Source: an optimization exercise on an open RTL-to-GDS flow (aim: small area and a short achievable clock period). Production flows keep margins and buffers that such runs may drop.
Only simulation tests tie the RTL to the original design; equivalence was not proved.
Power figures rest on the tool's default switching activity, not on a simulated workload.

--- design/flow/design.v ---
module data_mem_inv (
    input  logic a,
    output logic y
);
    assign y = ~a;
endmodule
module data_mem_nor2 (
    input  logic a,
    input  logic b,
    output logic y
);
    assign y = ~(a | b);
endmodule
module data_mem_wen (
    input  logic sel,
    input  logic all,
    input  logic lane,
    output logic en_n
);
    assign en_n = ~((sel | all) & lane);
endmodule
module data_mem_wgate (
    input  logic d,
    input  logic clr,
    output logic w_n
);
    assign w_n = ~(d & ~clr);
endmodule
module data_mem_nor3 (
    input  logic [2:0] a,
    output logic       y
);
    assign y = ~|a;
endmodule
module data_mem_rfin (
    input  logic z0,
    input  logic z1,
    input  logic ld_n,
    input  logic hq_na,
    input  logic hq_nb,
    output logic y
);
    assign y = ~((z0 & z1 & hq_na) | (ld_n & hq_nb));
endmodule
module data_mem_nand3 (
    input  logic [2:0] a,
    output logic       y
);
    assign y = ~&a;
endmodule
module data_mem_nand4 (
    input  logic [3:0] a,
    output logic       y
);
    assign y = ~&a;
endmodule
module data_mem_slice3 (
    input  logic [2:0] en_na,
    input  logic [2:0] en_nb,
    input  logic       w_n,
    input  logic [2:0] q,
    input  logic [2:0] sel,
    output logic [2:0] y,
    output logic       r_n
);
    assign y   = (en_na & q) | (~en_nb & {3{~w_n}});
    assign r_n = ~(|(sel & q));
endmodule
module data_mem_slice4 (
    input  logic [3:0] en_na,
    input  logic [3:0] en_nb,
    input  logic       w_n,
    input  logic [3:0] q,
    input  logic [3:0] sel,
    output logic [3:0] y,
    output logic       r3_n,
    output logic       r1_n
);
    assign y    = (en_na & q) | (~en_nb & {4{~w_n}});
    assign r3_n = ~(|(sel[2:0] & q[2:0]));
    assign r1_n = ~(sel[3] & q[3]);
endmodule
module data_mem_ctrl #(
    parameter int DATA_W = 32,
    parameter int DEPTH  = 64
) (
    input  logic                clk,
    input  logic                rst_n,
    input  logic                req,
    input  logic                we,
    input  logic [31:0]         addr,
    input  logic [DATA_W-1:0]   wdata,
    input  logic [DATA_W/8-1:0] be,
    output logic                ready,
    output logic                rvalid,
    output logic [DATA_W-1:0]   rdata,
    output logic                err
);
    localparam int BW    = DATA_W / 8;
    localparam int AW    = $clog2(DEPTH);
    localparam int NG    = 20;               
    logic [AW:0]         cnt_q;
    logic                clearing;
    logic                ready_q;
    localparam int NCLR = 2 * BW;
    logic [NCLR-1:0]     clr_q;
    always_ff @(posedge clk or negedge rst_n) begin
        if (!rst_n) begin
            cnt_q   <= '0;
            ready_q <= 1'b0;
            clr_q   <= '1;
        end else begin
            if (!cnt_q[AW]) begin
                cnt_q <= cnt_q + 1'b1;
            end
            ready_q <= ready_q | (&cnt_q[AW-1:0]);
            for (int k = 0; k < NCLR; k++) begin
                clr_q[k] <= clr_q[k] & ~(&cnt_q[AW-1:0]);
            end
        end
    end
    assign ready    = ready_q;
    assign clearing = ~cnt_q[AW];
    logic                acc;
    logic                oor;
    assign acc = req & cnt_q[AW];
    assign oor = |addr[31:AW+2];
    logic [7:0]          plo_n;
    logic [7:0]          phi_n;
    logic [DEPTH-1:0]    dec [2];
    logic [5:0]          a_n;
    for (genvar i = 0; i < 6; i++) begin : g_ainv
        data_mem_inv u_i (.a(addr[2+i]), .y(a_n[i]));
    end
    for (genvar v = 0; v < 8; v++) begin : g_pdec
        data_mem_nand3 u_lo (
            .a({v[2] ? addr[4] : a_n[2], v[1] ? addr[3] : a_n[1], v[0] ? addr[2] : a_n[0]}),
            .y(plo_n[v])
        );
        data_mem_nand3 u_hi (
            .a({v[2] ? addr[7] : a_n[5], v[1] ? addr[6] : a_n[4], v[0] ? addr[5] : a_n[3]}),
            .y(phi_n[v])
        );
    end
    for (genvar r = 0; r < DEPTH; r++) begin : g_dec
        data_mem_nor2 u_n0 (.a(plo_n[r%8]), .b(phi_n[r/8]), .y(dec[0][r]));
        data_mem_nor2 u_n1 (.a(plo_n[r%8]), .b(phi_n[r/8]), .y(dec[1][r]));
    end
    logic [BW-1:0]       lane_en;
    logic [BW-1:0]       en_n [DEPTH];
    assign lane_en = ({BW{acc & we & ~oor}} & be) | {BW{clearing}};
    logic [DATA_W-1:0]   wcol_n [2];
    for (genvar b = 0; b < DATA_W; b++) begin : g_wcol
        for (genvar h = 0; h < 2; h++) begin : g_half
            data_mem_wgate u_g (.d(wdata[b]), .clr(clr_q[2*(b/8) + h]), .w_n(wcol_n[h][b]));
        end
    end
    for (genvar r = 0; r < DEPTH; r++) begin : g_en
        for (genvar l = 0; l < BW; l++) begin : g_lane
            data_mem_wen u_n (
                .sel (dec[l/2][r]),
                .all (clr_q[2*l + r/(DEPTH/2)]),
                .lane(lane_en[l]),
                .en_n(en_n[r][l])
            );
        end
    end
    logic [DATA_W-1:0]   mem_q [DEPTH];
    logic [DATA_W-1:0]   mem_d [DEPTH];
    logic                rd_acc;
    logic                ld_n;
    logic [DATA_W-1:0]   hq_n;
    logic                rvalid_q;
    logic [DATA_W-1:0]   rdata_q;
    logic [DATA_W-1:0]   rdata_d;
    logic                err_q;
    assign rd_acc = acc & ~we;
    assign ld_n   = ~(rd_acc & ~oor);
    assign hq_n   = ~(rdata_q & {DATA_W{~rd_acc}});
    for (genvar b = 0; b < DATA_W; b++) begin : g_bit
        localparam int L = b / 8;
        logic [NG+1:0] g_n;
        logic [5:0]    x;
        logic [1:0]    z;
        for (genvar g = 0; g < NG; g++) begin : g_grp
            logic [2:0] en3_n;
            logic [2:0] q3;
            logic [2:0] y3;
            assign en3_n = {en_n[3*g+2][L], en_n[3*g+1][L], en_n[3*g][L]};
            assign q3    = {mem_q[3*g+2][b], mem_q[3*g+1][b], mem_q[3*g][b]};
            data_mem_slice3 u_s (
                .en_na(en3_n),
                .en_nb(en3_n),
                .w_n  (wcol_n[g >= NG/2][b]),
                .q    (q3),
                .sel  (dec[b/16][3*g +: 3]),
                .y    (y3),
                .r_n  (g_n[g])
            );
            assign mem_d[3*g][b]   = y3[0];
            assign mem_d[3*g+1][b] = y3[1];
            assign mem_d[3*g+2][b] = y3[2];
        end
        begin : g_last
            logic [3:0] en4_n;
            logic [3:0] q4;
            logic [3:0] y4;
            assign en4_n = {en_n[3*NG+3][L], en_n[3*NG+2][L], en_n[3*NG+1][L], en_n[3*NG][L]};
            assign q4    = {mem_q[3*NG+3][b], mem_q[3*NG+2][b], mem_q[3*NG+1][b], mem_q[3*NG][b]};
            data_mem_slice4 u_s (
                .en_na(en4_n),
                .en_nb(en4_n),
                .w_n  (wcol_n[1][b]),
                .q    (q4),
                .sel  (dec[b/16][3*NG +: 4]),
                .y    (y4),
                .r3_n (g_n[NG]),
                .r1_n (g_n[NG+1])
            );
            assign mem_d[3*NG][b]   = y4[0];
            assign mem_d[3*NG+1][b] = y4[1];
            assign mem_d[3*NG+2][b] = y4[2];
            assign mem_d[3*NG+3][b] = y4[3];
        end
        data_mem_nand4 u_x0 (.a(g_n[3:0]),   .y(x[0]));
        data_mem_nand4 u_x1 (.a(g_n[7:4]),   .y(x[1]));
        data_mem_nand4 u_x2 (.a(g_n[11:8]),  .y(x[2]));
        data_mem_nand4 u_x3 (.a(g_n[15:12]), .y(x[3]));
        data_mem_nand3 u_x4 (.a(g_n[18:16]), .y(x[4]));
        data_mem_nand3 u_x5 (.a(g_n[21:19]), .y(x[5]));
        data_mem_nor3  u_z0 (.a(x[2:0]), .y(z[0]));
        data_mem_nor3  u_z1 (.a(x[5:3]), .y(z[1]));
        data_mem_rfin  u_f (
            .z0   (z[0]),
            .z1   (z[1]),
            .ld_n (ld_n),
            .hq_na(hq_n[b]),
            .hq_nb(hq_n[b]),
            .y    (rdata_d[b])
        );
    end
    always_ff @(posedge clk) begin
        for (int r = 0; r < DEPTH; r++) begin
            mem_q[r] <= mem_d[r];
        end
    end
    always_ff @(posedge clk or negedge rst_n) begin
        if (!rst_n) begin
            rvalid_q <= 1'b0;
            rdata_q  <= '0;
            err_q    <= 1'b0;
        end else begin
            rvalid_q <= rd_acc;
            err_q    <= acc & oor;
            rdata_q  <= rdata_d;
        end
    end
    assign rvalid = rvalid_q;
    assign rdata  = rdata_q;
    assign err    = err_q;
endmodule
--- design/flow/flow/run.sh ---
#!/bin/bash
# The standard layout, with the port buffers made of plain buffers (instead of the delay
# cells buffer_ports picks by default) and timing repair free to resize across footprints.
set -euo pipefail
bash standard.sh \
  BUFFER_PORTS_ARGS="-buffer_cell sky130_fd_sc_hd__buf_2" \
  MATCH_CELL_FOOTPRINT=0 \
  finish > standard_flow.log 2>&1
--- design/flow/standard.sh ---
#!/bin/bash
# synth_recipe.tcl (not shown) runs the flow's synth.tcl, then flattens the netlist and writes it again
# the make line also repeats each setting of config.mk as NAME=value (left out here)
make -C /OpenROAD-flow-scripts/flow DESIGN_CONFIG=/design/flow/config.mk WORK_HOME=/design/flow/orfs CLKGATE_MAP_FILE= SYNTH_SCRIPT=/design/flow/synth_recipe.tcl "${@:-finish}"
--- design/flow/config.mk ---
export PLATFORM = sky130hd
export DESIGN_NAME = data_mem_ctrl
export DESIGN_NICKNAME = data_mem_ctrl
export VERILOG_FILES = /design/flow/design.v
export SDC_FILE = /design/flow/constraint.sdc
export NUM_CORES = 4
export LEC_CHECK = 0
export CAP_MARGIN = 20
export CORE_MARGIN = 2
export CORE_UTILIZATION = 65
export CTS_CLUSTER_DIAMETER = 90
export CTS_CLUSTER_SIZE = 30
export SETUP_SLACK_MARGIN = 1.1
export SLEW_MARGIN = 20
export SYNTH_HIERARCHICAL = 1
export SYNTH_MINIMUM_KEEP_SIZE = 0
export TNS_END_PERCENT = 10
--- design/flow/constraint.sdc ---
create_clock -name core_clock -period 3.5 [get_ports {clk}]
set_input_delay 0.7000 -clock core_clock [delete_from_list [all_inputs] [get_ports {clk}]]
set_output_delay 0.7000 -clock core_clock [all_outputs]
set_load 0.01 [all_outputs]
==> notes.md, run 1 <==
- Slowest CP cell: a222oi_1
- RSZ-0062 raised after global routing: true
- DRT Pass-1 Iters: 10
- Design Area, Final: about 79,000 sq um
- Critical Path Fanout Max: 18
- Synth top area cells: dfxtp_1 57%, o2bb2ai_1 25%, a222oi_1 9.4%
- Outcome: no timing/DRC/antenna violations
- Synth warnings: 14
- Rel. slew slack: a little under a quarter
- Grt total ovfl: 0
- WP buf/inv: 4
- Fillers: 7,844
- Initial antenna violation count: 2
- Crit-path leading delay family: simple AND/OR/NAND/NOR gates
- Port bufs: about 100
- First-pass GRT wire length: approximately 310,000 um
- Largest net degree at the start of global routing: 65
- WL final: around 200,000 um
- GR peak layer: met1
- Post-synthesis cell area: a little over 70,000 sq um
- Final hold slack: roughly 0.34 ns
- Minimum clock period: 2.46 ns
- Nets@finish: between 6,000 and 7,000
- I/O pins: 107
- CP Capture Type: flip-flop
- Met3 usage: under 10%
- Worst hold path type: in2reg
- Top cells by count, synth: 2,048 x dfxtp_1, 2,048 x o2bb2ai_1, 672 x a222oi_1
- Data arrival time of the critical path: about 3.0 ns
- Core ar.: ~110,000 sq um
- Antenna-violating nets left: 0
- Setup_tns: 0 ns
- Fraction of the cycle the final worst path needs: between 70% and 80%
- Max Fclk: slightly above 400 MHz
- Vias/cell: 7.30
- Die area: 113,000 sq um
- Final Wtd Congestion: around 0.87
- ANT cells: 0
- GR Layer Usage met2: ~52%
- Root Buffer: clkbuf_16
- Post-DP HPWL: between 100,000 and 150,000 um
- Synthesized area per cell: between 10 and 15 sq um
- GRT Overall Usage: about a third
- Worst slew pin tran: between 1 and 1.5 ns
- Routing usage on met1: ~52%
- PwrDens: 601 nW/um^2
- Hold Vio Cnt, Final: 0
- H-tree levels: 3
- Area growth, synth to finish: 10.4%
- Post-synth top flop: dfxtp_1
- Clk_skew: 0.0211 ns
- Maximum vdd drop: ~0.00049 V
- Die Span X: around 340 um
- Non-Filler Instances: around 7,600
- Syn Inst Count: ~5,700
- CP cell instances: buf_2, inv_2, nand3_2, buf_6, nor2_1, buf_4, a222oi_1, nand4_1, nor3_2, a32oi_1
- Initial DRC Count: slightly above 8,000
- FFs w/ async S/R, synth: around 2.4%
- EDFF count, synth: 0
- Placed Cells: around 7,500
- Max incr delay on CP: 0.58 ns
- Vias: approximately 56,000
- Yosys top cell by area: dfxtp_1
- Syn nets: 5,766
- Worst-case clock buffer depth: 3
- Residual DRC count: 0
- Slew Limit Fails: 0
- Yosys cell types: 29
- WS Path Type: in2reg
- Final setup vio count: 0
- Worst-path clk slew: 0.11 ns
- Crit path required time: 4.06 ns
- Placed cell areas: 76,200 sq um
- #FFs+latches synth: ~2,100
- WL per Instance: ~26 um
- Top-area cell type share of the netlist area: 57.1%
- Clock sinks: 2,098
- Pleak: 0.0274 uW
- Kind of start point of the critical path: input pin
- CTS tree: yes
- Post-synthesis sequential area ratio: around 60%
- Layout cells sized above 1: ~11%
- Die H: 336 um
- Maxcap violations: 0
- Clk latency of the worst-skew pair: ~0.70 ns
- Site row count: between 100 and 150
- Vias in the first global route: about 51,000
- Initial core utilization: between 60% and 70%
- Inserted Clock Buffers: 79
sequential cells by signal (all words and copies together), names as in the netlist:
| signal | flops |
|---|---|
| mem_q | 2048 |
| rdata_q | 32 |
| clr_q | 8 |
| cnt_q | 7 |
| err_q | 1 |
| ready_q | 1 |
| rvalid_q | 1 |
stage by stage:
step	power, uW	utilization, %	worst slack (ns)
floorplan	34900	-	-0.0152
global placement	36200	69.7	0.103
detailed placement	36600	69.7	0.0175
CTS	47600	71.6	0.925
global route	49500	72.6	0.912
finish	47700	72.6	1.04
per-layer routing:
metal	up-vias	share of wire [%]
met5	-	0
met4	0	1.9
met3	235	9.1
met2	2296	44
met1	26700	45
li1	26500	-
final cells by class:
cell class                 count  area [sq um]  area share, %
tap                         1476          1850           2.33
inverter                       7          26.3         0.0331
timing repair buffer         386          2940           3.71
clock buffer                  96          2090           2.64
multi-input combinational   3583         30200           38.0
sequential                  2098         42300           53.3
modules after synthesis, one instance, submodules excluded:
module | copies in the design | cells | flip-flops and latches | area (sq um)
data_mem_ctrl | 1 | 2183 | 2098 | 42800
data_mem_slice4 | 32 | 6 | 0 | 48.8
data_mem_slice3 | 640 | 4 | 0 | 36.3
data_mem_nor3 | 64 | 1 | 0 | 10.0
data_mem_rfin | 32 | 1 | 0 | 8.76
data_mem_nand4 | 128 | 1 | 0 | 6.26
data_mem_wgate | 64 | 1 | 0 | 6.26
data_mem_nand3 | 80 | 1 | 0 | 5.00
data_mem_wen | 256 | 1 | 0 | 5.00
data_mem_inv | 6 | 1 | 0 | 3.75
data_mem_nor2 | 128 | 1 | 0 | 3.75
power by group:
part | leakage, uW | internal (uW) | total [uW] | switching [uW]
combinational | 0.00864 | 3230 | 5380 | 2150
clock | 0.00102 | 4280 | 11300 | 7040
sequential | 0.0177 | 28500 | 31000 | 2480
total | 0.0274 | 36000 | 47700 | 11700
kinds of logic after synthesis:
logic type | after synthesis | share of synthesized area, %
AO/OA/AOI/OAI | 3013 | 36.5
flip-flops | 2098 | 58.8
AND/OR/NAND/NOR | 563 | 4.45
buffers and inverters | 12 | 0.101
XOR/XNOR | 5 | 0.0609
multiplexers | 1 | 0.0157
adder cells (fa/ha/maj) | 1 | 0.0174
worst paths after layout:
path	from	end	slack (ns)	depth (start not counted)
max	addr[5]	rdata_q[12]	1.04	10
min	req	err_q	0.34	3
min in group asynchronous	rst_n	rdata_q[3]	0.45	2
min reg2reg	mem_q[18][24]	mem_q[18][24]	0.47	1
max reg2reg	clr_q[1]	mem_q[44][1]	1.08	2
max in group asynchronous	rst_n	clr_q[6]	2.22	3
worst register-to-register path, stage by stage (launching register included):
cell	delay, ns
dfstp_2	1.30
o21ai_1	0.68
o2bb2ai_1	0.29
cells in the final DEF, fill, tap and decap left out, types with 41 or more instances in the layout:
| cell type | count |
|---|---|
| a222oi_1 | 672 |
| buf_2 | 101 |
| buf_4 | 250 |
| clkbuf_16 | 82 |
| dfrtp_1 | 41 |
| dfxtp_1 | 2048 |
| nand2_1 | 66 |
| nand2b_1 | 67 |
| nand3_1 | 75 |
| nand4_1 | 130 |
| nor2_1 | 105 |
| nor3_2 | 50 |
| o21ai_1 | 163 |
| o21ai_2 | 93 |
| o2bb2ai_1 | 2048 |
what timing repair did:
action,CTS,global route
endpoints found under the hold margin,14,0
pin swaps,2,60
hold buffers,1,0
setup buffers,0,20
gates resized for setup,6,81
cloned,0,2
setup endpoints to repair,213,1234
==> run 2: changes to the inputs <==
--- a/design/flow/design.v
+++ b/design/flow/design.v
@@ -25,6 +25,14 @@
     output logic w_n
 );
     assign w_n = ~(d & ~clr);
+endmodule
+module data_mem_lane (
+    input  logic wr,
+    input  logic be,
+    input  logic clr,
+    output logic en
+);
+    assign en = (wr & be) | clr;
 endmodule
 module data_mem_nor3 (
     input  logic [2:0] a,
@@ -100,7 +108,6 @@
     localparam int AW    = $clog2(DEPTH);
     localparam int NG    = 20;               
     logic [AW:0]         cnt_q;
-    logic                clearing;
     logic                ready_q;
     localparam int NCLR = 2 * BW;
     logic [NCLR-1:0]     clr_q;
@@ -120,7 +127,6 @@
         end
     end
     assign ready    = ready_q;
-    assign clearing = ~cnt_q[AW];
     logic                acc;
     logic                oor;
     assign acc = req & cnt_q[AW];
@@ -146,9 +152,15 @@
         data_mem_nor2 u_n0 (.a(plo_n[r%8]), .b(phi_n[r/8]), .y(dec[0][r]));
         data_mem_nor2 u_n1 (.a(plo_n[r%8]), .b(phi_n[r/8]), .y(dec[1][r]));
     end
-    logic [BW-1:0]       lane_en;
+    logic [BW-1:0]       lane_en [2];
+    logic                wr_ok;
     logic [BW-1:0]       en_n [DEPTH];
-    assign lane_en = ({BW{acc & we & ~oor}} & be) | {BW{clearing}};
+    assign wr_ok = acc & we & ~oor;
+    for (genvar h = 0; h < 2; h++) begin : g_lhalf
+        for (genvar l = 0; l < BW; l++) begin : g_lane
+            data_mem_lane u_l (.wr(wr_ok), .be(be[l]), .clr(clr_q[2*l + h]), .en(lane_en[h][l]));
+        end
+    end
     logic [DATA_W-1:0]   wcol_n [2];
     for (genvar b = 0; b < DATA_W; b++) begin : g_wcol
         for (genvar h = 0; h < 2; h++) begin : g_half
@@ -160,7 +172,7 @@
             data_mem_wen u_n (
                 .sel (dec[l/2][r]),
                 .all (clr_q[2*l + r/(DEPTH/2)]),
-                .lane(lane_en[l]),
+                .lane(lane_en[r/(DEPTH/2)][l]),
                 .en_n(en_n[r][l])
             );
         end
--- a/design/flow/config.mk
+++ b/design/flow/config.mk
@@ -10,7 +10,7 @@
 export CORE_UTILIZATION = 65
 export CTS_CLUSTER_DIAMETER = 90
 export CTS_CLUSTER_SIZE = 30
-export SETUP_SLACK_MARGIN = 1.1
+export SETUP_SLACK_MARGIN = 1.2
 export SLEW_MARGIN = 20
 export SYNTH_HIERARCHICAL = 1
 export SYNTH_MINIMUM_KEEP_SIZE = 0
==> notes.md, run 2 <==
- Outcome: no timing/DRC/antenna violations
- Mux cell area share after synthesis: 0.0157% (about the same)
- Rel. slew slack: 31.2% (+7.4 points)
- Top reg by flops: mem_q
- Syn Inst Count: 5,692 (-0.018%)
- Area growth, synth to finish: 14.1%
- Crit path required time: 4.07 ns (about the same)
- R2r endpoint: mem_q[51][28]
- Metal-1 WL: 91,800 um (+0.94%)
- Post-synthesis cell area: 71,900 sq um (about the same)
- CTS tree: yes
- Routed wl met3: 20,500 um (+12%)
- Initial DRC Count: 8,859 (+8.0%)
- Synth Area in Simple Gates: 4.40% (-0.043 points)
- Placed Cells: 7,748 (+3.3%)
- Commonest non-fill, non-tap cell in the layout: dfxtp_1
- Clk_skew: 0.0243 ns (+0.00312 ns)
- PwrDens: 443 nW/um^2 (-26%)
- Initial core utilization: 65.7% (about the same)
- Max FFs per register: 2,048 (unchanged)
- Fraction of the cycle the final worst path needs: 69.2% (-1.1 points)
- WL final: 209,000 um (+3.9%)
- GRT Overall Usage: 35.4% (+1.0 points)
- Slowest CP cell: a222oi_1
- Worst-path clk slew: 0.11 ns (about the same)
- Largest net degree at the start of global routing: 40 (-38%)
- Final Wtd Congestion: 0.865 (-0.70%)
- Post-DP HPWL: 132,000 um (+3.6%)
- DRT Pass-1 Iters: 13 (+3)
- Synth warnings: 15 (+1)
- Top-area cell type share of the netlist area: 57.1% (about the same)
- WS Path Type: in2reg
- Inserted Clock Buffers: 79 (unchanged)
- RSZ-0062 raised after global routing: true
- Critical Path Fanout Max: 18 (unchanged)
- Antenna-violating nets left: 0 (unchanged)
- Top cells by count, synth: 2,048 x dfxtp_1, 2,048 x o2bb2ai_1, 672 x a222oi_1
- #FFs+latches synth: 2,098 (unchanged)
- Worst slew pin tran: 1.03 ns (-0.111 ns)
- Port bufs: 104 (unchanged)
- Nets@finish: 6,501 (+4.4%)
- Synth top area cells: dfxtp_1 57%, o2bb2ai_1 25%, a222oi_1 9.4%
- Largest family of logic cells by synthesized area: compound AO/OA/AOI/OAI gates
- Post-synthesis xor/xnor area fraction: 0.0609% (about the same)
- Maximum vdd drop: 0.000426 V (-13%)
- Hold Vio Cnt, Final: 0 (unchanged)
- Synthesized area per cell: 12.6 sq um (about the same)
- Initial antenna violation count: 3 (+1)
- Most frequent CP cell: buf_4
- Yosys top cell by area: dfxtp_1
- Post-synthesis sequential area ratio: 58.8% (about the same)
- Final setup vio count: 0 (unchanged)
- Metal2 WL: 92,300 um (+4.8%)
- First-pass GRT wire length: 317,000 um (+2.4%)
- Vias in the first global route: 52,800 (+2.6%)
- Layout cells sized above 1: 14.7% (+3.6 points)
- Max incr delay on CP: 0.47 ns (-0.11 ns)
- Post-synthesis compound-gate area fraction: 36.6% (+0.044 points)
- Synth Area in Adders: 0.0174% (about the same)
- Die H: 336 um (about the same)
- Kind of start point of the critical path: input pin
- Data arrival time of the critical path: 3.00 ns (-0.02 ns)
- Worst hold path type: in2async
- Vias/cell: 7.22 (-1.1%)
- Most frequent cells in the layout: 2,048 x dfxtp_1, 2,046 x o2bb2ai_1, 672 x a222oi_1
- CP Capture Type: flip-flop
- Clock sinks: 2,098 (unchanged)
- Grt total ovfl: 0 (unchanged)
- Highest metal used: met5
- Non-Filler Instances: 7,927 (+3.7%)
- EDFF count, synth: 0 (unchanged)
- WL per Instance: 26.4 um (+0.19%)
- Setup_tns: 0 ns (unchanged)
- Core ar.: 109,000 sq um (unchanged)
- Placed cell areas: 78,300 sq um (+2.8%)
- Root Buffer: clkbuf_16
- Vias: 57,200 (+2.6%)
- H-tree levels: 3 (unchanged)
- Top flop regs: mem_q (2048), rdata_q (32), clr_q (8)
- Syn nets: 5,765 (-0.017%)
- CP Launch Point: addr[6]
- Die Span X: 336 um (about the same)
- CP cell instances: clkbuf_4, inv_2, nand3_2, buf_6, buf_4, nor2_1, buf_4, a222oi_1, nand4_1, nor3_2, a32oi_1
- Die area: 113,000 sq um (about the same)
- Slew Limit Fails: 0 (unchanged)
- R2r worst-path depth: 4 (+2)
- Design Area, Final: 82,000 sq um (+3.3%)
- R2R setup slack: 1.26 ns (+0.18 ns)
- Maxcap violations: 0 (unchanged)
- Pleak: 0.0270 uW (-1.4%)
- Post-synth top flop: dfxtp_1
- Reg-to-Reg Start: clr_q[7]
- Site row count: 121 (unchanged)
- Yosys cell types: 31 (+6.9%)
- Max Fclk: 413 MHz (+1.6%)
- Minimum clock period: 2.42 ns (-0.0394 ns)
- FFs w/ async S/R, synth: 2.38% (unchanged)
- Residual DRC count: 0 (unchanged)
- Worst-case clock buffer depth: 3 (unchanged)
- I/O pins: 107 (unchanged)
- Clk latency of the worst-skew pair: 0.72 ns (+0.02 ns)
[run 2: changes by cell type in the layout (fill, tap and decap cells not counted), moves of 12 or more]
cell,change
o21ai_4,+15
a21o_4,+12
buf_6,+14
nor2_2,-18
buf_12,+17
buf_4,+234
nor2_1,+19
o21ai_2,-21
[run 2: routing by layer]
layer,global-route usage (%),up-vias
li1,-,27000
met1,52.8,27300
met2,53.6,2634
met3,6.27,280
met4,8.50,2
met5,0,-
[run 2: cell type report]
type / instances / area [sq um]
sequential: 2098 / 42300
clock buffer: 100 / 2150
multi-input combinational: 3590 / 30400
clock inverter: 3 / 26.3
antenna: 1 / 2.50
inverter: 7 / 36.3
timing repair buffer: 652 / 5280
fill: 7528 / 27300
tap: 1476 / 1850
[run 2: critical path, delay by kind of cell]
family	cells	cell delay (ns)
AOI/OAI and AO/OA	2	0.64
buffers and inverters	5	0.73
and+or+nand+nor	4	0.93
[run 2: logic make-up after synthesis]
kind of cell             count (synthesis)
buffers and inverters                   12
AO/OA/AOI/OAI                         3017
multiplexers                             1
adder cells (fa/ha/maj)                  1
flip-flops                            2098
XOR/XNOR                                 5
AND/OR/NAND/NOR                        558
[run 2: how the worst max path moves through the flow]
| stage | end | slack (ns) | cells past startpoint |
|---|---|---|---|
| 2_1_floorplan | mem_q[49][10] | 0.89 | 5 |
| 3_3_place_gp | mem_q[55][22] | 0.13 | 7 |
| 3_5_place_dp | mem_q[51][17] | 0.07 | 7 |
| 4_1_cts | rdata_q[9] | 1.04 | 10 |
| 5_1_grt | rdata_q[22] | 1.10 | 10 |
| 6_report | rdata_q[17] | 1.08 | 11 |
[run 2: timing repair]
action,CTS,global route
gates resized for setup,31,133
setup buffers,6,50
pin swaps,9,66
endpoints found under the setup margin,1717,1779
gates cloned,5,14
hold buffers,0,0
[run 2: stage by stage]
stage | hold slack (ns) | total power (uW) | setup WS, ns | utilization, %
after global placement | 0.441 | 25200 | 0.127 | 71.6
after detailed placement | 0.445 | 25300 | 0.0703 | 71.6
after global routing | 0.186 | 37300 | 1.10 | 75.0
final | 0.140 | 36300 | 1.08 | 75.0
after floorplan | 0.404 | 24800 | 0.886 | -
after CTS | 0.140 | 36400 | 1.04 | 73.8
[run 2: Yosys stat by module, one instance, submodules excluded]
module | area, sq um | flip-flops and latches | copies in the design | cells
data_mem_inv | 3.75 | 0 | 6 | 1
data_mem_nand4 | 6.26 | 0 | 128 | 1
data_mem_rfin | 8.76 | 0 | 32 | 1
data_mem_lane | 7.51 | 0 | 8 | 1
data_mem_ctrl | 42700 | 2098 | 1 | 2174
data_mem_wgate | 6.26 | 0 | 64 | 1
data_mem_nor2 | 3.75 | 0 | 128 | 1
data_mem_nor3 | 10.0 | 0 | 64 | 1
data_mem_slice3 | 36.3 | 0 | 640 | 4
data_mem_slice4 | 48.8 | 0 | 32 | 6
data_mem_nand3 | 5.00 | 0 | 80 | 1
data_mem_wen | 5.00 | 0 | 256 | 1
[run 2: report_power, final]
group | internal [uW] | switching (uW) | leakage (uW)
Sequential | 23900 | 0 | 0.0171
Clock | 4390 | 7130 | 0.00106
Combinational | 190 | 760 | 0.00877
==> run 3: changes to the inputs <==
--- a/design/flow/config.mk
+++ b/design/flow/config.mk
@@ -10,8 +10,8 @@
 export CORE_UTILIZATION = 65
 export CTS_CLUSTER_DIAMETER = 90
 export CTS_CLUSTER_SIZE = 30
-export SETUP_SLACK_MARGIN = 1.2
+export SETUP_SLACK_MARGIN = 1.3
 export SLEW_MARGIN = 20
 export SYNTH_HIERARCHICAL = 1
 export SYNTH_MINIMUM_KEEP_SIZE = 0
-export TNS_END_PERCENT = 10
+export TNS_END_PERCENT = 30
==> notes.md, run 3 <==
- Post-DP HPWL: 131,000 um (-0.88%)
- Slew Limit Fails: 0 (unchanged)
- DRT Pass-1 Iters: 14 (+1)
- CTS tree: yes
- #FFs+latches synth: 2,098 (unchanged)
- Yosys cell types: 31 (unchanged)
- Worst slew pin tran: 0.753 ns (-0.279 ns)
- Commonest non-fill, non-tap cell in the layout: dfxtp_1
- Clk latency of the worst-skew pair: 0.71 ns (about the same)
- Vias in the first global route: 52,800 (-0.028%)
- GRT Overall Usage: 35.9% (+0.49 points)
- Synth warnings: 15 (unchanged)
- Synth top area cells: dfxtp_1 57%, o2bb2ai_1 25%, a222oi_1 9.4%
- Die H: 336 um (unchanged)
- Top-area cell type share of the netlist area: 57.1% (unchanged)
- Crit path required time: 4.08 ns (about the same)
- Max Fclk: 419 MHz (+1.5%)
- Antenna-violating nets left: 0 (unchanged)
- Syn nets: 5,765 (unchanged)
- EDFF count, synth: 0 (unchanged)
- Die area: 113,000 sq um (unchanged)
- Kind of start point of the critical path: input pin
- Reg-to-Reg Start: cnt_q[6]
- I/O pins: 107 (unchanged)
- R2r worst-path depth: 7 (+3)
- R2R setup slack: 1.30 ns (+0.04 ns)
- Initial core utilization: 65.7% (unchanged)
- Worst-case clock buffer depth: 3 (unchanged)
- Yosys top cell by area: dfxtp_1
- Pleak: 0.0274 uW (+1.5%)
- Core ar.: 109,000 sq um (unchanged)
- WL final: 213,000 um (+1.7%)
- Post-synthesis sequential area ratio: 58.8% (unchanged)
- First-pass GRT wire length: 321,000 um (+1.3%)
- CP Capture Type: flip-flop
- Post-synth top flop: dfxtp_1
- Worst-path clk slew: 0.11 ns (about the same)
- Top cells by count, synth: 2,048 x dfxtp_1, 2,048 x o2bb2ai_1, 672 x a222oi_1
- Vias: 57,800 (+1.0%)
- Residual DRC count: 0 (unchanged)
- ANT cells: 0 (-1)
- Critical Path Fanout Max: 8 (-10)
- Inserted Clock Buffers: 79 (unchanged)
- Setup_tns: 0 ns (unchanged)
- Rel. slew slack: 49.8% (+19 points)
- Initial DRC Count: 9,045 (+2.1%)
- Synthesized area per cell: 12.6 sq um (unchanged)
- RSZ-0062 raised after global routing: true
- Largest net degree at the start of global routing: 37 (-7.5%)
- Vias/cell: 7.25 (+0.42%)
- PwrDens: 436 nW/um^2 (-1.5%)
- WS Path Type: in2reg
- Layout cells sized above 1: 15.8% (+1.1 points)
- Final Core Density: 75.8% (+0.82 points)
- Maxcap violations: 0 (unchanged)
- Outcome: no timing/DRC/antenna violations
- Clk_skew: 0.0218 ns (-0.00248 ns)
- Final setup vio count: 0 (unchanged)
- Hold Vio Cnt, Final: 0 (unchanged)
- WL per Instance: 26.7 um (+1.0%)
- Minimum clock period: 2.39 ns (-0.0349 ns)
- Initial antenna violation count: 2 (-1)
- Top flop regs: mem_q (2048), rdata_q (32), clr_q (8)
- Root Buffer: clkbuf_16
- Worst hold path type: in2async
- Site row count: 121 (unchanged)
- Most frequent cells in the layout: 2,048 x dfxtp_1, 2,038 x o2bb2ai_1, 672 x a222oi_1
- Fraction of the cycle the final worst path needs: 68.2% (-1.0 points)
- Die Span X: 336 um (unchanged)
- H-tree levels: 3 (unchanged)
- Port bufs: 104 (unchanged)
- Grt total ovfl: 0 (unchanged)
- Syn Inst Count: 5,692 (unchanged)
- Area growth, synth to finish: 15.4%
- R2r endpoint: mem_q[33][10]
- Final Wtd Congestion: 0.864 (-0.12%)
- Maximum vdd drop: 0.000428 V (+0.35%)
- Data arrival time of the critical path: 2.96 ns (-0.04 ns)
- Post-synthesis cell area: 71,900 sq um (unchanged)
- Top reg by flops: mem_q
- Nets@finish: 6,558 (+0.88%)
- Max FFs per register: 2,048 (unchanged)
- FFs w/ async S/R, synth: 2.38% (unchanged)
- Clock sinks: 2,098 (unchanged)
run 3: cell counts after synthesis:
Identical to the previous run, type by type.
run 3: cell type report:
| class | instances | area (sq um) |
|---|---|---|
| multi-input cells | 3591 | 30700 |
| fillers | 7475 | 26400 |
| well taps | 1476 | 1850 |
| inverters | 7 | 58.8 |
| clock buffers | 96 | 2090 |
| flip-flops and latches | 2098 | 42300 |
| repair buffers | 708 | 5950 |
run 3: modules after synthesis (local to each module, per instance), excerpt:
| module | copies in the design | cells inside |
|---|---|---|
| data_mem_wgate | 64 | 1 |
| data_mem_wen | 256 | 1 |
| data_mem_slice4 | 32 | 6 |
| data_mem_nand4 | 128 | 1 |
| data_mem_slice3 | 640 | 4 |
| data_mem_nor3 | 64 | 1 |
run 3: how the worst max path moves through the flow:
stage | cells after the start | slack (ns) | endpoint | startpoint
final | 12 | 1.11 | rdata_q[22] | addr[7]
after global routing | 9 | 1.10 | mem_q[43][9] | addr[20]
after CTS | 9 | 1.23 | mem_q[45][9] | addr[13]
after detailed placement | 7 | 0.18 | mem_q[8][28] | addr[20]
after global placement | 7 | 0.21 | mem_q[11][8] | addr[20]
after floorplan | 5 | 0.89 | mem_q[49][10] | addr[5]
run 3: logic make-up after synthesis:
family	share of synthesized area, %
multiplexers	0.0157
AO/OA/AOI/OAI	36.6
adder cells (fa/ha/maj)	0.0174
XOR/XNOR	0.0609
flip-flops	58.8
buffers and inverters	0.0975
AND/OR/NAND/NOR	4.40
run 3: repair_timing:
action                      CTS  global route
hold buffers                  0             0
setup endpoints to repair  1950          1506
cloned                       11            23
pin swaps                    73            68
setup buffers                44            50
resized for setup           111           123
hold endpoints to repair      0             0
run 3: worst max-delay path, stage by stage:
cell and delay [ns]:
buf_12 0.09, inv_6 0.04, nand3_4 0.16, clkbuf_16 0.19, nor2_4 0.05, clkbuf_16 0.16
buf_4 0.18, buf_4 0.14, a222oi_1 0.36, nand4_1 0.31, nor3_2 0.41, a32oi_1 0.15
run 3: routing by layer:
layer  global-route usage, %  wire, um  vias to the layer above
met2                    54.2     94000                     2706
met3                    6.07     20800                      348
li1                        -         -                    27100
met4                    8.07      5330                        4
met1                    54.0     92400                    27600
met5                       0        23                        -
run 3: report_power, final:
group	leakage [uW]	switching, uW	internal (uW)
Sequential	0.0171	0	23900
Clock	0.00102	7050	4280
Combinational	0.00921	770	217
Total	0.0274	7820	28400
run 3: stage by stage:
stage / power [uW] / setup WS, ns / hold slack (ns) / area [sq um] / instances
finish: 36200 / 1.11 / 0.0306 / 82900 / 7976
global route: 37200 / 1.10 / 0.0494 / 82900 / 7976
CTS: 36200 / 1.23 / 0.00616 / 81600 / 7903
detailed placement: 25300 / 0.177 / 0.445 / 78400 / 7752
global placement: 25200 / 0.213 / 0.441 / 78400 / 7752
floorplan: 24800 / 0.886 / 0.404 / 72200 / 5692
==> run 4: changes to the inputs <==
==> design/flow/flow/run.sh (replaced) <==
#!/bin/bash
# The standard layout, with the port buffers made of plain buffers (instead of the delay
# cells buffer_ports picks by default) and timing repair free to resize across footprints.
set -euo pipefail
bash standard.sh \
  BUFFER_PORTS_ARGS="-buffer_cell sky130_fd_sc_hd__buf_4" \
  MATCH_CELL_FOOTPRINT=0 \
  finish > standard_flow.log 2>&1
--- a/design/flow/config.mk
+++ b/design/flow/config.mk
@@ -8,10 +8,10 @@
 export CAP_MARGIN = 20
 export CORE_MARGIN = 2
 export CORE_UTILIZATION = 65
-export CTS_CLUSTER_DIAMETER = 90
-export CTS_CLUSTER_SIZE = 30
-export SETUP_SLACK_MARGIN = 1.3
+export CTS_CLUSTER_DIAMETER = 80
+export CTS_CLUSTER_SIZE = 24
+export SETUP_SLACK_MARGIN = 1.2
 export SLEW_MARGIN = 20
 export SYNTH_HIERARCHICAL = 1
 export SYNTH_MINIMUM_KEEP_SIZE = 0
-export TNS_END_PERCENT = 30
+export TNS_END_PERCENT = 10
==> notes.md, run 4 <==
- Outcome: no timing/DRC/antenna violations
- Top reg by flops: mem_q
- Vias in the first global route: 53,100 (+0.69%)
- Most frequent CP cell: buf_4
- Syn Inst Count: 5,692 (unchanged)
- Critical Path Fanout Max: 16 (+8)
- Critical hold path startpoint: req
- I/O pins: 107 (unchanged)
- Hold Path End: err_q
- Top flop regs: mem_q (2048), rdata_q (32), clr_q (8)
- Core ar.: 109,000 sq um (unchanged)
- Data arrival time of the critical path: 3.09 ns (+0.13 ns)
- Post-synthesis cell area: 71,900 sq um (unchanged)
- Post-synth top flop: dfxtp_1
- Seq pwr share: 63.8% (-2.2 points)
- Worst hold path type: in2reg
- Post-synthesis sequential area ratio: 58.8% (unchanged)
- Clk pwr share: 33.7% (+2.4 points)
- Initial core utilization: 65.7% (unchanged)
- Maximum vdd drop: 0.000426 V (-0.46%)
- R2r endpoint: mem_q[49][6]
- Die H: 336 um (unchanged)
- Hold Path Depth: 3
- Pleak: 0.0271 uW (-1.1%)
- Max FFs per register: 2,048 (unchanged)
- Most frequent cells in the layout: 2,048 x dfxtp_1, 2,041 x o2bb2ai_1, 672 x a222oi_1
- WL final: 211,000 um (-0.82%)
- Slowest CP cell: a222oi_1
- Max incr delay on CP: 0.56 ns (+0.15 ns)
- Synth warnings: 15 (unchanged)
- FFs w/ async S/R, synth: 2.38% (unchanged)
- Slew Limit Fails: 0 (unchanged)
- Site row count: 121 (unchanged)
- Worst-path clk slew: 0.10 ns (about the same)
- R2R setup slack: 1.09 ns (-0.21 ns)
- Yosys top cell by area: dfxtp_1
- Root Buffer: clkbuf_16
- Top-area cell type share of the netlist area: 57.1% (unchanged)
- Fraction of the cycle the final worst path needs: 71.0% (+2.8 points)
- Area growth, synth to finish: 14.5%
- Initial antenna violation count: 1 (-1)
- Worst-case clock buffer depth: 3 (unchanged)
- Yosys cell types: 31 (unchanged)
- Port bufs: 104 (unchanged)
- P_int: 29,300 uW (+3.3%)
- Clk latency of the worst-skew pair: 0.73 ns (+0.02 ns)
- Setup_tns: 0 ns (unchanged)
- Rel. slew slack: 35.3% (-15 points)
- Reg-to-Reg Start: clr_q[1]
- Minimum clock period: 2.48 ns (+0.0974 ns)
- Hold Vio Cnt, Final: 0 (unchanged)
- Layout cells sized above 1: 14.4% (-1.4 points)
- Antenna-violating nets left: 0 (unchanged)
- Max Fclk: 402 MHz (-3.9%)
- Top cells by count, synth: 2,048 x dfxtp_1, 2,048 x o2bb2ai_1, 672 x a222oi_1
- Worst slew pin tran: 0.970 ns (+0.218 ns)
- PwrDens: 454 nW/um^2 (+4.1%)
- Kind of start point of the critical path: input pin
- Commonest non-fill, non-tap cell in the layout: dfxtp_1
- Maxcap violations: 0 (unchanged)
- Clock sinks: 2,098 (unchanged)
- Vias/cell: 7.25 (about the same)
- Die area: 113,000 sq um (unchanged)
- Die Span X: 336 um (unchanged)
- Post-DP HPWL: 132,000 um (+1.2%)
- ANT cells: 0 (unchanged)
- First-pass GRT wire length: 320,000 um (-0.29%)
- CTS tree: yes
- WL per Instance: 26.5 um (-0.51%)
- Syn nets: 5,765 (unchanged)
- Residual DRC count: 0 (unchanged)
- CP cell instances: buf_4, inv_1, nand3_1, buf_6, nor2_1, buf_4, a222oi_1, nand4_1, nor3_2, a32oi_1
- H-tree levels: 3 (unchanged)
- Clk_skew: 0.0333 ns (+0.0115 ns)
- Vias: 57,600 (-0.34%)
- Reg area: 42,300 sq um (about the same)
- Grt total ovfl: 0 (unchanged)
- Inserted Clock Buffers: 97 (+23%)
- Final Core Density: 75.3% (-0.57 points)
- R2r worst-path depth: 3 (-4)
- RSZ-0062 raised after global routing: true
- Largest net degree at the start of global routing: 51 (+38%)
- WS Path Type: in2reg
- Sw power: 8090 uW (+3.5%)
- Sw Share: 21.6% (+0.024 points)
- Synthesized area per cell: 12.6 sq um (unchanged)
- #FFs+latches synth: 2,098 (unchanged)
- EDFF count, synth: 0 (unchanged)
- Initial DRC Count: 8,535 (-5.6%)
- Synth top area cells: dfxtp_1 57%, o2bb2ai_1 25%, a222oi_1 9.4%
- Fillers: 7,601 (+1.7%)
- Multi-input logic area: 30,300 sq um (-1.1%)
- Logic pwr share: 2.4% (-0.3 points)
- Nets@finish: 6,522 (-0.55%)
- GRT Overall Usage: 35.8% (-0.12 points)
- Tot Pwr: 37,400 uW (+3.3%)
- Final setup vio count: 0 (unchanged)
- DRT Pass-1 Iters: 13 (-1)
- Final Wtd Congestion: 0.868 (+0.49%)
- CP Capture Type: flip-flop
- Crit path required time: 4.10 ns (+0.02 ns)
==> run 4: metal layers <==
layer	vias up	wire length (um)	share of wire, %	track usage, %
met5	-	0	0	0
met4	0	4520	2.1	8.36
met3	294	19800	9.4	6.53
met2	2494	93000	44	54.2
met1	27700	93600	44	53.2
li1	27100	-	-	-
==> run 4: worst max path at each step <==
stage,from,end,slack (ns),depth (start not counted)
floorplan,addr[5],mem_q[49][10],0.89,5
global placement,addr[13],mem_q[7][5],0.22,7
detailed placement,addr[13],mem_q[7][3],0.16,7
CTS,addr[13],mem_q[31][21],1.08,8
global route,clr_q[1],mem_q[49][6],1.02,3
finish,addr[6],rdata_q[20],1.02,10
==> run 4: worst max-delay path: cells and delay by family <==
| family | cells | cell delay, ns |
|---|---|---|
| buf+inv | 4 | 0.72 |
| simple gates | 4 | 0.92 |
| compound gates | 2 | 0.72 |
==> run 4: final cells by class <==
cell class	instances	area share, %
flip-flops and latches	2098	51.4
multi-input cells	3595	36.8
repair buffers	650	6.29
clock buffers	122	3.18
well taps	1476	2.24
clock inverters	3	0.0411
inverters	7	0.0319
==> run 4: Yosys stat by module, one instance, submodules excluded, a selection <==
| module | cells | flops+latches | times used |
|---|---|---|---|
| data_mem_slice3 | 4 | 0 | 640 |
| data_mem_wen | 1 | 0 | 256 |
| data_mem_slice4 | 6 | 0 | 32 |
| data_mem_nand4 | 1 | 0 | 128 |
| data_mem_lane | 1 | 0 | 8 |
| data_mem_rfin | 1 | 0 | 32 |
| data_mem_nand3 | 1 | 0 | 80 |
| data_mem_nor3 | 1 | 0 | 64 |
| data_mem_inv | 1 | 0 | 6 |
==> run 4: cells by family (layout without fill, tap and decap cells) <==
family,Yosys count,in the layout,share of synthesized area [%]
compound gates,3017,3030,36.6
fa+ha+maj,1,1,0.0174
mux,1,1,0.0157
buf+inv,12,782,0.0975
simple gates,558,558,4.40
xor+xnor,5,5,0.0609
flops,2098,2098,58.8
==> run 4: power by group through the flow <==
stage | Clock [uW] | Sequential [uW] | Combinational (uW)
finish | 12600 | 23900 | 914
global route | 13600 | 23900 | 944
CTS | 12700 | 23900 | 877
detailed placement | 0 | 24400 | 867
global placement | 0 | 24400 | 847
floorplan | 0 | 24400 | 339
==> run 4: what timing repair did <==
| action | CTS | global route |
|---|---|---|
| hold buffers | 1 | 0 |
| cloned | 5 | 11 |
| buffers inserted | 14 | 17 |
| pin swaps | 15 | 10 |
| endpoints found under the hold margin | 4 | 0 |
| setup endpoints to repair | 1791 | 1900 |
| resized for setup | 14 | 65 |
==> run 4: through the flow <==
step	setup WS, ns	instances	cell area [sq um]	hold slack [ns]
floorplan	0.886	5692	72100	0.404
global placement	0.222	7778	78700	0.441
detailed placement	0.158	7778	78700	0.445
CTS	1.08	7923	81600	0.236
global route	1.02	7951	82300	0.285
finish	1.02	7951	82300	0.269
==> run 5: changes to the inputs <==
--- a/design/flow/design.v
+++ b/design/flow/design.v
@@ -25,14 +25,6 @@
     output logic w_n
 );
     assign w_n = ~(d & ~clr);
-endmodule
-module data_mem_lane (
-    input  logic wr,
-    input  logic be,
-    input  logic clr,
-    output logic en
-);
-    assign en = (wr & be) | clr;
 endmodule
 module data_mem_nor3 (
     input  logic [2:0] a,
@@ -108,6 +100,7 @@
     localparam int AW    = $clog2(DEPTH);
     localparam int NG    = 20;               
     logic [AW:0]         cnt_q;
+    logic                clearing;
     logic                ready_q;
     localparam int NCLR = 2 * BW;
     logic [NCLR-1:0]     clr_q;
@@ -127,13 +120,14 @@
         end
     end
     assign ready    = ready_q;
+    assign clearing = ~cnt_q[AW];
     logic                acc;
     logic                oor;
     assign acc = req & cnt_q[AW];
     assign oor = |addr[31:AW+2];
     logic [7:0]          plo_n;
     logic [7:0]          phi_n;
-    logic [DEPTH-1:0]    dec [2];
+    logic [DEPTH-1:0]    dec [BW];
     logic [5:0]          a_n;
     for (genvar i = 0; i < 6; i++) begin : g_ainv
         data_mem_inv u_i (.a(addr[2+i]), .y(a_n[i]));
@@ -149,18 +143,13 @@
         );
     end
     for (genvar r = 0; r < DEPTH; r++) begin : g_dec
-        data_mem_nor2 u_n0 (.a(plo_n[r%8]), .b(phi_n[r/8]), .y(dec[0][r]));
-        data_mem_nor2 u_n1 (.a(plo_n[r%8]), .b(phi_n[r/8]), .y(dec[1][r]));
-    end
-    logic [BW-1:0]       lane_en [2];
-    logic                wr_ok;
+        for (genvar l = 0; l < BW; l++) begin : g_lane
+            data_mem_nor2 u_n (.a(plo_n[r%8]), .b(phi_n[r/8]), .y(dec[l][r]));
+        end
+    end
+    logic [BW-1:0]       lane_en;
     logic [BW-1:0]       en_n [DEPTH];
-    assign wr_ok = acc & we & ~oor;
-    for (genvar h = 0; h < 2; h++) begin : g_lhalf
-        for (genvar l = 0; l < BW; l++) begin : g_lane
-            data_mem_lane u_l (.wr(wr_ok), .be(be[l]), .clr(clr_q[2*l + h]), .en(lane_en[h][l]));
-        end
-    end
+    assign lane_en = ({BW{acc & we & ~oor}} & be) | {BW{clearing}};
     logic [DATA_W-1:0]   wcol_n [2];
     for (genvar b = 0; b < DATA_W; b++) begin : g_wcol
         for (genvar h = 0; h < 2; h++) begin : g_half
@@ -170,9 +159,9 @@
     for (genvar r = 0; r < DEPTH; r++) begin : g_en
         for (genvar l = 0; l < BW; l++) begin : g_lane
             data_mem_wen u_n (
-                .sel (dec[l/2][r]),
+                .sel (dec[l][r]),
                 .all (clr_q[2*l + r/(DEPTH/2)]),
-                .lane(lane_en[r/(DEPTH/2)][l]),
+                .lane(lane_en[l]),
                 .en_n(en_n[r][l])
             );
         end
@@ -205,7 +194,7 @@
                 .en_nb(en3_n),
                 .w_n  (wcol_n[g >= NG/2][b]),
                 .q    (q3),
-                .sel  (dec[b/16][3*g +: 3]),
+                .sel  (dec[L][3*g +: 3]),
                 .y    (y3),
                 .r_n  (g_n[g])
             );
@@ -224,7 +213,7 @@
                 .en_nb(en4_n),
                 .w_n  (wcol_n[1][b]),
                 .q    (q4),
-                .sel  (dec[b/16][3*NG +: 4]),
+                .sel  (dec[L][3*NG +: 4]),
                 .y    (y4),
                 .r3_n (g_n[NG]),
                 .r1_n (g_n[NG+1])
==> design/flow/flow/run.sh (replaced) <==
#!/bin/bash
# The standard layout, with the port buffers made of plain buffers (instead of the delay
# cells buffer_ports picks by default) and timing repair free to resize across footprints.
set -euo pipefail
bash standard.sh \
  BUFFER_PORTS_ARGS="-buffer_cell sky130_fd_sc_hd__buf_2" \
  MATCH_CELL_FOOTPRINT=0 \
  finish > standard_flow.log 2>&1
--- a/design/flow/config.mk
+++ b/design/flow/config.mk
@@ -8,8 +8,8 @@
 export CAP_MARGIN = 20
 export CORE_MARGIN = 2
 export CORE_UTILIZATION = 65
-export CTS_CLUSTER_DIAMETER = 80
-export CTS_CLUSTER_SIZE = 24
+export CTS_CLUSTER_DIAMETER = 90
+export CTS_CLUSTER_SIZE = 30
 export SETUP_SLACK_MARGIN = 1.2
 export SLEW_MARGIN = 20
 export SYNTH_HIERARCHICAL = 1
==> notes.md, run 5 <==
- Outcome: no timing/DRC/antenna violations
- DRT Pass-1 Iters: 10 (-3)
- Site row count: 122 (+0.83%)
- Rel. slew slack: 22.9% (-12 points)
- ANT cells: 0 (unchanged)
- Root Buffer: clkbuf_16
- RSZ-0062 raised after global routing: true
- Die H: 338 um (+0.33%)
- Max Fclk: 413 MHz (+2.5%)
- Fraction of the cycle the final worst path needs: 69.2% (-1.7 points)
- Initial DRC Count: 8,020 (-6.0%)
- Data arrival time of the critical path: 2.98 ns (-0.11 ns)
- #FFs+latches synth: 2,098 (unchanged)
- Critical Path Fanout Max: 9 (-7)
- CP Capture Type: flip-flop
- Syn Inst Count: 5,821 (+2.3%)
- CTS tree: yes
- PwrDens: 602 nW/um^2 (+32%)
- Final Core Density: 72.2% (-3.1 points)
- Area growth, synth to finish: 10.3%
- Most frequent cells in the layout: 2,048 x o2bb2ai_1, 2,048 x dfxtp_1, 672 x a222oi_1
- Die area: 114,000 sq um (+0.67%)
- Maxcap violations: 0 (unchanged)
- Crit path required time: 4.05 ns (-0.05 ns)
- Residual DRC count: 0 (unchanged)
- Slowest CP cell: a222oi_1
- H-tree levels: 3 (unchanged)
- Non-Filler Instances: 7,710 (-3.0%)
- CTS Hold Bufs: 0 (-1)
- Yosys top cell by area: dfxtp_1
- Top flop regs: mem_q (2048), rdata_q (32), clr_q (8)
- Syn nets: 5,894 (+2.2%)
- Kind of start point of the critical path: input pin
- Post-synth top flop: dfxtp_1
- Minimum clock period: 2.42 ns (-0.0612 ns)
- Synthesized area per cell: 12.4 sq um (-1.6%)
- Post-DP HPWL: 126,000 um (-4.7%)
- Clk latency of the worst-skew pair: 0.73 ns (about the same)
- Top cells by count, synth: 2,048 x dfxtp_1, 2,048 x o2bb2ai_1, 672 x a222oi_1
- Vias/cell: 7.34 (+1.3%)
- WL per Instance: 26.6 um (+0.21%)
- Post-synthesis cell area: 72,300 sq um (+0.67%)
- Clk_skew: 0.0343 ns (+0.000978 ns)
- Vias: 56,600 (-1.7%)
- WP buf/inv: 4 (unchanged)
- Largest net degree at the start of global routing: 65 (+27%)
- Top-area cell type share of the netlist area: 56.7% (-0.38 points)
- Pleak: 0.0271 uW (+0.18%)
- Worst-path clk slew: 0.11 ns (about the same)
- Final Wtd Congestion: 0.877 (+1.1%)
- Initial core utilization: 65.5% (-0.28 points)
- Post-synthesis sequential area ratio: 58.4% (-0.39 points)
- Core ar.: 111,000 sq um (+1.1%)
- Maximum vdd drop: 0.000498 V (+17%)
- Max FFs per register: 2,048 (unchanged)
- Nets@finish: 6,269 (-3.9%)
- Die Span X: 338 um (+0.33%)
- WS Path Type: in2reg
- Antenna-violating nets left: 0 (unchanged)
- Synth warnings: 14 (-1)
- Layout cells sized above 1: 10.6% (-3.7 points)
- Worst slew pin tran: 1.15 ns (+0.178 ns)
- I/O pins: 107 (unchanged)
- Final setup vio count: 0 (unchanged)
- Max incr delay on CP: 0.55 ns (about the same)
- Top reg by flops: mem_q
- Vias in the first global route: 51,700 (-2.8%)
- Design Area, Final: 79,800 sq um (-3.0%)
- Worst-case clock buffer depth: 3 (unchanged)
- Tot Pwr: 48,000 uW (+28%)
- Crit-path leading delay family: simple AND/OR/NAND/NOR gates
- FFs w/ async S/R, synth: 2.38% (unchanged)
- Hold Vio Cnt, Final: 0 (unchanged)
- Worst hold path type: in2async
- Synth top area cells: dfxtp_1 57%, o2bb2ai_1 25%, a222oi_1 9.3%
- Placed Cells: 7,537 (-3.1%)
- WL final: 205,000 um (-2.8%)
- Slew Limit Fails: 0 (unchanged)
- Yosys cell types: 29 (-6.5%)
- EDFF count, synth: 0 (unchanged)
- Clock sinks: 2,098 (unchanged)
- GRT Overall Usage: 34.6% (-1.2 points)
- Initial antenna violation count: 0 (-1)
- Fillers: 7,966 (+4.8%)
- Inserted Clock Buffers: 79 (-19%)
- Most frequent CP cell: buf_4
- First-pass GRT wire length: 313,000 um (-2.4%)
- Grt total ovfl: 0 (unchanged)
- CP cell instances: buf_4, clkinvlp_4, buf_4, nand3_4, buf_12, nor2_1, a222oi_1, nand4_1, nor3_2, a32oi_1
- Placed cell areas: 76,200 sq um (-3.2%)
- Port bufs: 104 (unchanged)
run 5: cell count changes after synthesis, sizes merged, moves of 2 or more:
cell,change
nor2,+126
a21o,-8
nand3,+6
o31ai,+4
and2,+2
and3,-2
nand4,+2
nand4b,-2
nor4,+2
or4,-2
run 5: timing repair:
item | in CTS | in global routing
buffers inserted | 34 | 3
gates resized for setup | 86 | 53
endpoints found under the setup margin | 2080 | 1462
gates cloned | 3 | 1
pin swaps | 94 | 15
run 5: final timing paths:
| kind | startpoint | endpoint | slack [ns] | depth (start not counted) |
|---|---|---|---|---|
| hold reg to reg | mem_q[34][1] | mem_q[34][1] | 0.47 | 1 |
| setup / recovery | addr[6] | rdata_q[7] | 1.08 | 10 |
| min in group core_clock | req | err_q | 0.25 | 3 |
| hold / removal | rst_n | rdata_q[18] | 0.14 | 1 |
| setup reg to reg | clr_q[7] | mem_q[36][24] | 1.20 | 4 |
| max in group asynchronous | rst_n | cnt_q[6] | 2.63 | 1 |
run 5: layer usage:
layer  up-vias  track usage (%)  routed length, um
met5         -                0                  0
met4         0             9.83               6180
met3       346             5.35              17600
met2      2422             52.8              91500
met1     27100             51.0              89600
li1      26700                -                  -
run 5: final cells by class:
| cell class | count | area (sq um) | area share [%] |
|---|---|---|---|
| Clock buffer | 104 | 2170 | 2.72 |
| Clock inverter | 3 | 26.3 | 0.0329 |
| Inverter | 7 | 41.3 | 0.0518 |
| Multi-Input combinational cell | 3711 | 30800 | 38.6 |
| Sequential cell | 2098 | 42300 | 53.0 |
| Tap cell | 1488 | 1860 | 2.33 |
| Timing Repair Buffer | 299 | 2570 | 3.23 |
run 5: stage by stage:
step                      hold slack, ns  setup TNS, ns  worst slack (ns)
after CTS                          0.127              0              1.13
after detailed placement           0.445              0            0.0669
after global placement             0.441              0             0.104
after global routing               0.144              0             0.996
final                              0.135              0              1.08
after floorplan                    0.404         -18.26           -0.0152
run 5: cell families after synthesis:
logic type      share of synthesized area, %
xor+xnor                              0.0605
compound gates                          36.3
fa+ha+maj                             0.0173
simple gates                            5.08
mux                                   0.0156
buf+inv                                0.100
flops                                   58.4
run 5: Yosys stat by module, one instance, submodules excluded, excerpt:
| module | copies in the design | area (sq um) | cells inside |
|---|---|---|---|
| data_mem_nand3 | 80 | 5.00 | 1 |
| data_mem_rfin | 32 | 8.76 | 1 |
| data_mem_slice3 | 640 | 36.3 | 4 |
| data_mem_slice4 | 32 | 48.8 | 6 |
| data_mem_ctrl | 1 | 42800 | 2183 |
| data_mem_nand4 | 128 | 6.26 | 1 |
| data_mem_nor2 | 256 | 3.75 | 1 |
run 5: report_power, final:
| part | internal [uW] | total (uW) | switching, uW |
|---|---|---|---|
| Clock | 4410 | 11500 | 7110 |
| Combinational | 3250 | 5450 | 2190 |
| Sequential | 28500 | 31000 | 2520 |
| Total | 36200 | 48000 | 11800 |
==> run 6: changes to the inputs <==
--- a/design/flow/config.mk
+++ b/design/flow/config.mk
@@ -10,6 +10,7 @@
 export CORE_UTILIZATION = 65
 export CTS_CLUSTER_DIAMETER = 90
 export CTS_CLUSTER_SIZE = 30
+export GPL_ROUTABILITY_DRIVEN = 0
 export SETUP_SLACK_MARGIN = 1.2
 export SLEW_MARGIN = 20
 export SYNTH_HIERARCHICAL = 1
==> notes.md, run 6 <==
- Slew Limit Fails: 0 (unchanged)
- Nets@finish: 6,269 (unchanged)
- DRT Pass-1 Iters: 10 (unchanged)
- WL final: 205,000 um (unchanged)
- CTS Hold Bufs: 0 (unchanged)
- Fraction of the cycle the final worst path needs: 69.2% (unchanged)
- #FFs+latches synth: 2,098 (unchanged)
- Rel. slew slack: 22.9% (unchanged)
- Most frequent cells in the layout: 2,048 x o2bb2ai_1, 2,048 x dfxtp_1, 672 x a222oi_1
- Clk_skew: 0.0343 ns (unchanged)
- Critical Path Fanout Max: 9 (unchanged)
- Synth warnings: 14 (unchanged)
- First-pass GRT wire length: 313,000 um (unchanged)
- Vias: 56,600 (unchanged)
- Maxcap violations: 0 (unchanged)
- Max FFs per register: 2,048 (unchanged)
- Largest net degree at the start of global routing: 65 (unchanged)
- Syn nets: 5,894 (unchanged)
- Design Area, Final: 79,800 sq um (unchanged)
- Yosys top cell by area: dfxtp_1
- CP Capture Type: flip-flop
- Inserted Clock Buffers: 79 (unchanged)
- Final hold slack: 0.135 ns (unchanged)
- R2r worst-path depth: 4 (unchanged)
- Core ar.: 111,000 sq um (unchanged)
- Max Fclk: 413 MHz (unchanged)
- Top reg by flops: mem_q
- Top cells by count, synth: 2,048 x dfxtp_1, 2,048 x o2bb2ai_1, 672 x a222oi_1
- Top flop regs: mem_q (2048), rdata_q (32), clr_q (8)
- WS Path Type: in2reg
- Clock sinks: 2,098 (unchanged)
- Data arrival time of the critical path: 2.98 ns (about the same)
- R2r endpoint: mem_q[36][24]
- Reg-to-Reg Start: clr_q[7]
- Grt total ovfl: 0 (unchanged)
- Fillers: 7,966 (unchanged)
- Area growth, synth to finish: 10.3% (unchanged)
- I/O pins: 107 (unchanged)
- Syn Inst Count: 5,821 (unchanged)
- Initial core utilization: 65.5% (unchanged)
- Placed cell areas: 76,200 sq um (unchanged)
- Pre-CTS setup slack: 0.0669 ns (unchanged)
- Post-DP HPWL: 126,000 um (unchanged)
- Yosys cell types: 29 (unchanged)
- GRT Overall Usage: 34.6% (unchanged)
- Die H: 338 um (unchanged)
- Worst slew pin tran: 1.15 ns (unchanged)
- Pleak: 0.0271 uW (unchanged)
- PwrDens: 602 nW/um^2 (unchanged)
- Site row count: 122 (unchanged)
- Layout cells sized above 1: 10.6% (unchanged)
- Worst-case clock buffer depth: 3 (unchanged)
- Synth top area cells: dfxtp_1 57%, o2bb2ai_1 25%, a222oi_1 9.3%
- Post-synth top flop: dfxtp_1
- Synthesized area per cell: 12.4 sq um (unchanged)
- Vias/cell: 7.34 (unchanged)
- EDFF count, synth: 0 (unchanged)
- FFs w/ async S/R, synth: 2.38% (unchanged)
- Clk latency of the worst-skew pair: 0.73 ns (about the same)
- Maximum vdd drop: 0.000498 V (unchanged)
- CTS tree: yes
- Minimum clock period: 2.42 ns (unchanged)
- H-tree levels: 3 (unchanged)
- R2R setup slack: 1.20 ns (about the same)
- Residual DRC count: 0 (unchanged)
- Top-area cell type share of the netlist area: 56.7% (unchanged)
- Crit path required time: 4.05 ns (about the same)
- Placed Cells: 7,537 (unchanged)
- Setup ws final: 1.08 ns (unchanged)
- WL per Instance: 26.6 um (unchanged)
- Root Buffer: clkbuf_16
- Final setup vio count: 0 (unchanged)
- Outcome: no timing/DRC/antenna violations
- Initial DRC Count: 8,020 (unchanged)
- Kind of start point of the critical path: input pin
- Antenna-violating nets left: 0 (unchanged)
- Worst-path clk slew: 0.11 ns (about the same)
- ANT cells: 0 (unchanged)
- RSZ-0062 raised after global routing: true
- Post-synthesis sequential area ratio: 58.4% (unchanged)
- Die Span X: 338 um (unchanged)
- Non-Filler Instances: 7,710 (unchanged)
- Hold Vio Cnt, Final: 0 (unchanged)
- Worst hold path type: in2async
- Post-synthesis cell area: 72,300 sq um (unchanged)
- Vias in the first global route: 51,700 (unchanged)
- Port bufs: 104 (unchanged)
- Initial antenna violation count: 0 (unchanged)
- Die area: 114,000 sq um (unchanged)
==> run 6: cell counts after synthesis <==
No cell type changed its count.
==> run 6: power by group <==
group | switching (uW) | internal [uW] | leakage (uW)
Clock | 7110 | 4410 | 0.00107
Sequential | 2520 | 28500 | 0.0177
Combinational | 2190 | 3250 | 0.00836
==> run 6: repair_timing <==
| item | CTS | global route |
|---|---|---|
| endpoints found under the hold margin | 0 | 0 |
| resized for setup | 86 | 53 |
| cloned | 3 | 1 |
| setup endpoints to repair | 2080 | 1462 |
| pin swaps | 94 | 15 |
| buffers inserted | 34 | 3 |
==> run 6: cell families (layout without fill, tap and decap cells) <==
group	count (synthesis)	count (layout)	synth area share, %
adder cells (fa/ha/maj)	1	1	0.0173
AO/OA/AOI/OAI	3013	3013	36.3
AND/OR/NAND/NOR	691	691	5.08
XOR/XNOR	5	5	0.0605
buffers and inverters	12	413	0.100
flip-flops	2098	2098	58.4
multiplexers	1	1	0.0156
==> run 6: stage by stage <==
step	total power [uW]	utilization [%]	TNS, ns
2_1_floorplan	34900	-	-18.26
3_3_place_gp	36300	68.9	0
3_5_place_dp	36700	68.9	0
4_1_cts	48000	71.6	0
5_1_grt	49800	72.2	0
6_report	48000	72.2	0
==> run 6: layout make-up <==
cell class | instances | area (sq um) | area share (%)
sequential | 2098 | 42300 | 53.0
multi-input combinational | 3711 | 30800 | 38.6
timing repair buffer | 299 | 2570 | 3.23
clock buffer | 104 | 2170 | 2.72
tap | 1488 | 1860 | 2.33
inverter | 7 | 41.3 | 0.0518
clock inverter | 3 | 26.3 | 0.0329
==> run 6: Yosys stat by module (local to each module, per instance), excerpt <==
module | times used | flops+latches
data_mem_nand3 | 80 | 0
data_mem_slice4 | 32 | 0
data_mem_nand4 | 128 | 0
data_mem_slice3 | 640 | 0
data_mem_rfin | 32 | 0
data_mem_inv | 6 | 0
data_mem_wen | 256 | 0
==> run 6: per-layer routing <==
metal  vias to the layer above  routed length (um)  track usage (%)  share of wire [%]
met1                     27100               89600             51.0                 44
met5                         -                   0                0                  0
met3                       346               17600             5.35                8.6
li1                      26700                   -                -                  -
met2                      2422               91500             52.8                 45
met4                         0                6180             9.83                3.0
==> run 6: worst max path at each step <==
stage               slack [ns]     start  depth (start not counted)             to
floorplan                -0.02  addr[20]                          5   mem_q[62][0]
global placement          0.10   addr[2]                          8   mem_q[46][7]
detailed placement        0.07   addr[2]                          8   mem_q[46][4]
CTS                       1.13   addr[2]                         12     rdata_q[6]
global route               1.0   addr[5]                          7  mem_q[48][29]
finish                    1.08   addr[6]                         10     rdata_q[7]
==> run 6: worst max-delay path: stages <==
cell and delay [ns]:
buf_4 0.17, clkinvlp_4 0.11, buf_4 0.17, nand3_4 0.14
buf_12 0.22, nor2_1 0.20, a222oi_1 0.55, nand4_1 0.27
nor3_2 0.30, a32oi_1 0.15

==> what the ideal ports hide <==
In the flow no input, the clock included, has a driving cell. The finished layouts below were timed again as built, in two steps. Step 1 assumes that a clkbuf_16 drives the clock port and a buf_2 every other input. Step 2, shift: input delay + t, output delay - t, t = (earliest + latest rising clock arrival at the registers) / 2. This alone moves slack from input paths to output paths. Slacks: ideal / step 1 / step 2; pairs: ideal / step 1.
run	t, ns	slack for setup (ns)	worst hold slack (ns)	worst data-port slew with drivers (ns)
run 1	0.766	1.038 / 1.036 / 0.269	0.337 / 0.284 / 0.469	0.08
run 2	0.784	1.078 / 1.067 / 0.282	0.140 / 0.090 / 0.469	0.08
run 3	0.783	1.113 / 1.054 / 0.271	0.031 / -0.026 / 0.468	0.16
run 4	0.796	1.015 / 1.001 / 0.205	0.269 / 0.215 / 0.464	0.09
run 5	0.787	1.076 / 1.117 / 0.330	0.135 / 0.081 / 0.470	0.09
run 6	0.787	1.076 / 1.117 / 0.330	0.135 / 0.081 / 0.470	0.09
After both steps setup and hold are still met in every run listed. For run 3, which loses most, drivers alone change the setup slack by -0.059 ns; drivers and shift together by -0.842 ns.
